What follows belongs to an exercise in optimizing a design on an open flow for small area; a production flow would make more cautious choices. Only simulation tests tie the RTL to the original design; equivalence was not proved. No activity file was given, so power comes from the tool's default toggle rates.

## job 9531
==> flow/design.v (excerpt) <==
module register_bank #(
  parameter int unsigned DATA_WIDTH    = core_pkg::DATA_WIDTH,
  parameter int unsigned ADDR_WIDTH    = core_pkg::ADDR_WIDTH,
  parameter int unsigned ERR_CNT_WIDTH = 8
) (
  input  logic                     clock,
  input  logic                     reset,
  input  logic [ADDR_WIDTH-1:0]    readAddrA,
  input  logic [ADDR_WIDTH-1:0]    readAddrB,
  output logic [DATA_WIDTH-1:0]    dataA,
  output logic [DATA_WIDTH-1:0]    dataB,
  input  logic                     writeEnable,
  input  logic [ADDR_WIDTH-1:0]    writeAddr,
  input  logic [DATA_WIDTH-1:0]    writeData,
  input  logic                     aluError,
  input  logic                     outEnable,
  output logic [DATA_WIDTH-1:0]    outData,
  input  logic                     errorClear,
  output logic                     errorFlag,
  output logic [ERR_CNT_WIDTH-1:0] errorCount
);
For scale: ~160 I/O pins, about 0.041 mm^2 of cells after synthesis.
==> module register_bank, before the edit <==
module register_bank #(
  parameter int unsigned DATA_WIDTH    = core_pkg::DATA_WIDTH,
  parameter int unsigned ADDR_WIDTH    = core_pkg::ADDR_WIDTH,
  parameter int unsigned ERR_CNT_WIDTH = 8
) (
  input  logic                     clock,
  input  logic                     reset,
  input  logic [ADDR_WIDTH-1:0]    readAddrA,
  input  logic [ADDR_WIDTH-1:0]    readAddrB,
  output logic [DATA_WIDTH-1:0]    dataA,
  output logic [DATA_WIDTH-1:0]    dataB,
  input  logic                     writeEnable,
  input  logic [ADDR_WIDTH-1:0]    writeAddr,
  input  logic [DATA_WIDTH-1:0]    writeData,
  input  logic                     aluError,
  input  logic                     outEnable,
  output logic [DATA_WIDTH-1:0]    outData,
  input  logic                     errorClear,
  output logic                     errorFlag,
  output logic [ERR_CNT_WIDTH-1:0] errorCount
);
  localparam int unsigned NumRegs = 2 ** ADDR_WIDTH;
  logic                  commit;
  logic                  suppress;
  logic [DATA_WIDTH-1:0] wdata;       
  logic [NumRegs-1:1]    wen;         
  logic [NumRegs-1:1]    rselA, rselB;
  logic                  bypA, bypB;
  logic [DATA_WIDTH-1:0] out_q;
  logic                  flag_q;
  assign commit   = writeEnable && !aluError;
  assign suppress = writeEnable && aluError;
  assign wdata    = writeData & {DATA_WIDTH{reset}};
  logic       hitA, hitB;        
  logic [3:0] wlo_n, alo_n, blo_n;     
  logic [7:0] whi_n, ahi_n, bhi_n;     
  assign hitA = commit && (writeAddr == readAddrA);
  assign hitB = commit && (writeAddr == readAddrB);
  for (genvar k = 0; k < 4; k++) begin : g_lo
    assign wlo_n[k] = reset && (writeAddr[1:0] != 2'(k));
    assign alo_n[k] = (readAddrA[1:0] != 2'(k));
    assign blo_n[k] = (readAddrB[1:0] != 2'(k));
  end
  for (genvar j = 0; j < 8; j++) begin : g_hi
    assign whi_n[j] = reset && !(commit && (writeAddr[4:2] == 3'(j)));
    assign ahi_n[j] = !(reset && !hitA && (readAddrA[4:2] == 3'(j)));
    assign bhi_n[j] = !(reset && !hitB && (readAddrB[4:2] == 3'(j)));
  end
  for (genvar i = 1; i < NumRegs; i++) begin : g_dec
    rb_nor2 u_wen  (.a (whi_n[i/4]), .b (wlo_n[i%4]), .y (wen[i]));
    rb_nor2 u_selA (.a (ahi_n[i/4]), .b (alo_n[i%4]), .y (rselA[i]));
    rb_nor2 u_selB (.a (bhi_n[i/4]), .b (blo_n[i%4]), .y (rselB[i]));
  end
  assign bypA = hitA && (readAddrA != '0);
  assign bypB = hitB && (readAddrB != '0);
  logic [DATA_WIDTH-1:0] regs_q [NumRegs-1:1];
  logic [(NumRegs-1)*DATA_WIDTH-1:0] regs_flat;   
  for (genvar i = 1; i < NumRegs; i++) begin : g_reg
    always_ff @(posedge clock) begin
      if (wen[i]) regs_q[i] <= wdata;
    end
    assign regs_flat[(i-1)*DATA_WIDTH +: DATA_WIDTH] = regs_q[i];
  end
  rb_read_port #(.WIDTH(DATA_WIDTH)) u_rdA (
    .sel (rselA), .regs_flat (regs_flat), .byp (bypA), .wdata (wdata), .data (dataA)
  );
  rb_read_port #(.WIDTH(DATA_WIDTH)) u_rdB (
    .sel (rselB), .regs_flat (regs_flat), .byp (bypB), .wdata (wdata), .data (dataB)
  );
  always_ff @(posedge clock) begin
    if (outEnable || !reset) out_q <= wdata;
  end
  always_ff @(posedge clock) begin
    if (!reset) begin
      flag_q <= 1'b0;
    end else if (suppress) begin
      flag_q <= 1'b1;
    end else if (errorClear) begin
      flag_q <= 1'b0;
    end
  end
  sat_counter #(
    .WIDTH (ERR_CNT_WIDTH)
  ) u_err_cnt (
    .clock     (clock),
    .reset     (reset),
    .increment (suppress),
    .clear     (errorClear),
    .count     (errorCount)
  );
  assign outData   = out_q;
  assign errorFlag = flag_q;
endmodule
==> module rb_nor2, before the edit <==
module rb_nor2 (
  input  logic a, b,
  output logic y
);
  assign y = ~(a | b);
endmodule
clock: 7.0 ns
lec_check: 0
cap_margin: 20
core_margin: 2
core_utilization: 45
place_density: 0.6
slew_margin: 20
synth_hierarchical: 1
standard.sh (not shown) runs the stock make flow with config.mk's settings and CLKGATE_MAP_FILE= SYNTH_SCRIPT=/design/flow/synth_recipe.tcl, a recipe that flattens the netlist after the stock synthesis.
==> flow/flow/run.sh <==
#!/bin/bash
# Standard ORFS layout (standard.sh, synthesis unchanged) with two layout
# settings changed: ports are buffered with a small buffer instead of the
# default pick, and CTS builds its tree from clkbuf_8 clusters of up to 16
# sinks without dummy loads. make's output goes to standard.log; each ORFS
# step keeps its own log under orfs/logs/.
set -euo pipefail
bash standard.sh \
  "BUFFER_PORTS_ARGS=-buffer_cell sky130_fd_sc_hd__buf_1" \
  "CTS_ARGS=-sink_clustering_enable -repair_clock_nets -dont_use_dummy_load -buf_list {sky130_fd_sc_hd__clkbuf_8} -sink_clustering_size 16 -sink_clustering_max_diameter 60" \
  finish > standard.log 2>&1
Job 9531: no failed stages, no open violations at the end
Input-level comparison between job 3761 and job 9531:
diff --git a/flow/design.v b/flow/design.v
--- a/flow/design.v
+++ b/flow/design.v
@@ -59,22 +59,22 @@
   assign wdata    = writeData & {DATA_WIDTH{reset}};
   logic       hitA, hitB;        
-  logic [3:0] wlo_n, alo_n, blo_n;     
-  logic [7:0] whi_n, ahi_n, bhi_n;     
+  logic [3:0] wlo, alo, blo;     
+  logic [7:0] whi, ahi, bhi;     
   assign hitA = commit && (writeAddr == readAddrA);
   assign hitB = commit && (writeAddr == readAddrB);
   for (genvar k = 0; k < 4; k++) begin : g_lo
-    assign wlo_n[k] = reset && (writeAddr[1:0] != 2'(k));
-    assign alo_n[k] = (readAddrA[1:0] != 2'(k));
-    assign blo_n[k] = (readAddrB[1:0] != 2'(k));
+    assign wlo[k] = (writeAddr[1:0] == 2'(k));
+    assign alo[k] = (readAddrA[1:0] == 2'(k));
+    assign blo[k] = (readAddrB[1:0] == 2'(k));
   end
   for (genvar j = 0; j < 8; j++) begin : g_hi
-    assign whi_n[j] = reset && !(commit && (writeAddr[4:2] == 3'(j)));
-    assign ahi_n[j] = !(reset && !hitA && (readAddrA[4:2] == 3'(j)));
-    assign bhi_n[j] = !(reset && !hitB && (readAddrB[4:2] == 3'(j)));
+    assign whi[j] = commit && (writeAddr[4:2] == 3'(j));
+    assign ahi[j] = reset && !hitA && (readAddrA[4:2] == 3'(j));
+    assign bhi[j] = reset && !hitB && (readAddrB[4:2] == 3'(j));
   end
   for (genvar i = 1; i < NumRegs; i++) begin : g_dec
-    rb_nor2 u_wen  (.a (whi_n[i/4]), .b (wlo_n[i%4]), .y (wen[i]));
-    rb_nor2 u_selA (.a (ahi_n[i/4]), .b (alo_n[i%4]), .y (rselA[i]));
-    rb_nor2 u_selB (.a (bhi_n[i/4]), .b (blo_n[i%4]), .y (rselB[i]));
+    assign wen[i]   = (whi[i/4] || !reset) && (wlo[i%4] || !reset);
+    assign rselA[i] = ahi[i/4] && alo[i%4];
+    assign rselB[i] = bhi[i/4] && blo[i%4];
   end
   assign bypA = hitA && (readAddrA != '0);
@@ -188,8 +188,2 @@
   assign y = a | b | c;
 endmodule
-module rb_nor2 (
-  input  logic a, b,
-  output logic y
-);
-  assign y = ~(a | b);
-endmodule
Job 3761 gives more combinational power share than job 9531 did.
Job 3761: global-route usage 1.7 points below job 9531
Max non-clock buffer share of cell area across job 3761 and job 9531: job 3761
Going from job 9531 to job 3761, total via count after detailed routing went down, actual slew at the worst max-slew pin increased by 0.11 ns relative to the old numbers, combinational power increased by about 4% relative to the old numbers.
Changes observed in job 3761 relative to job 9531: placeable core area rose by about 1.4%; number of DRC markers after the initial detailed-route iteration went up.
Relative to job 9531, the area growth from synthesis to layout of job 3761 is higher by 0.78 points.

-- what the ideal ports hide --
The flow's constraints put no driver on any port. The routed layouts listed below were extracted and timed again, unchanged, in two steps.
Step 1 assumes that a clkbuf_16 drives the clock port and a buf_2 every other input.
Step 2 times the ports against the registers' clock, not the clock port: input delays grow and output delays shrink by t, the midpoint of the rising clock arrivals with the driver on.
Three values: no drivers, after step 1, after step 2; two values: the first two.
| run | t (ns) | setup WS [ns] | worst setup path after step 2 | worst register clock-pin slew, ns |
|---|---|---|---|---|
| job 9531 | 0.780 | 0.340 / 0.228 / 0.228 | input to output | 0.11 / 0.11 |
| job 3761 | 0.770 | 0.456 / 0.362 / 0.362 | input to output | 0.10 / 0.10 |
After both steps setup and hold are still met in every run listed. The setup slack of job 9531, which loses most, moves by -0.112 ns with the drivers and by -0.112 ns with both steps.
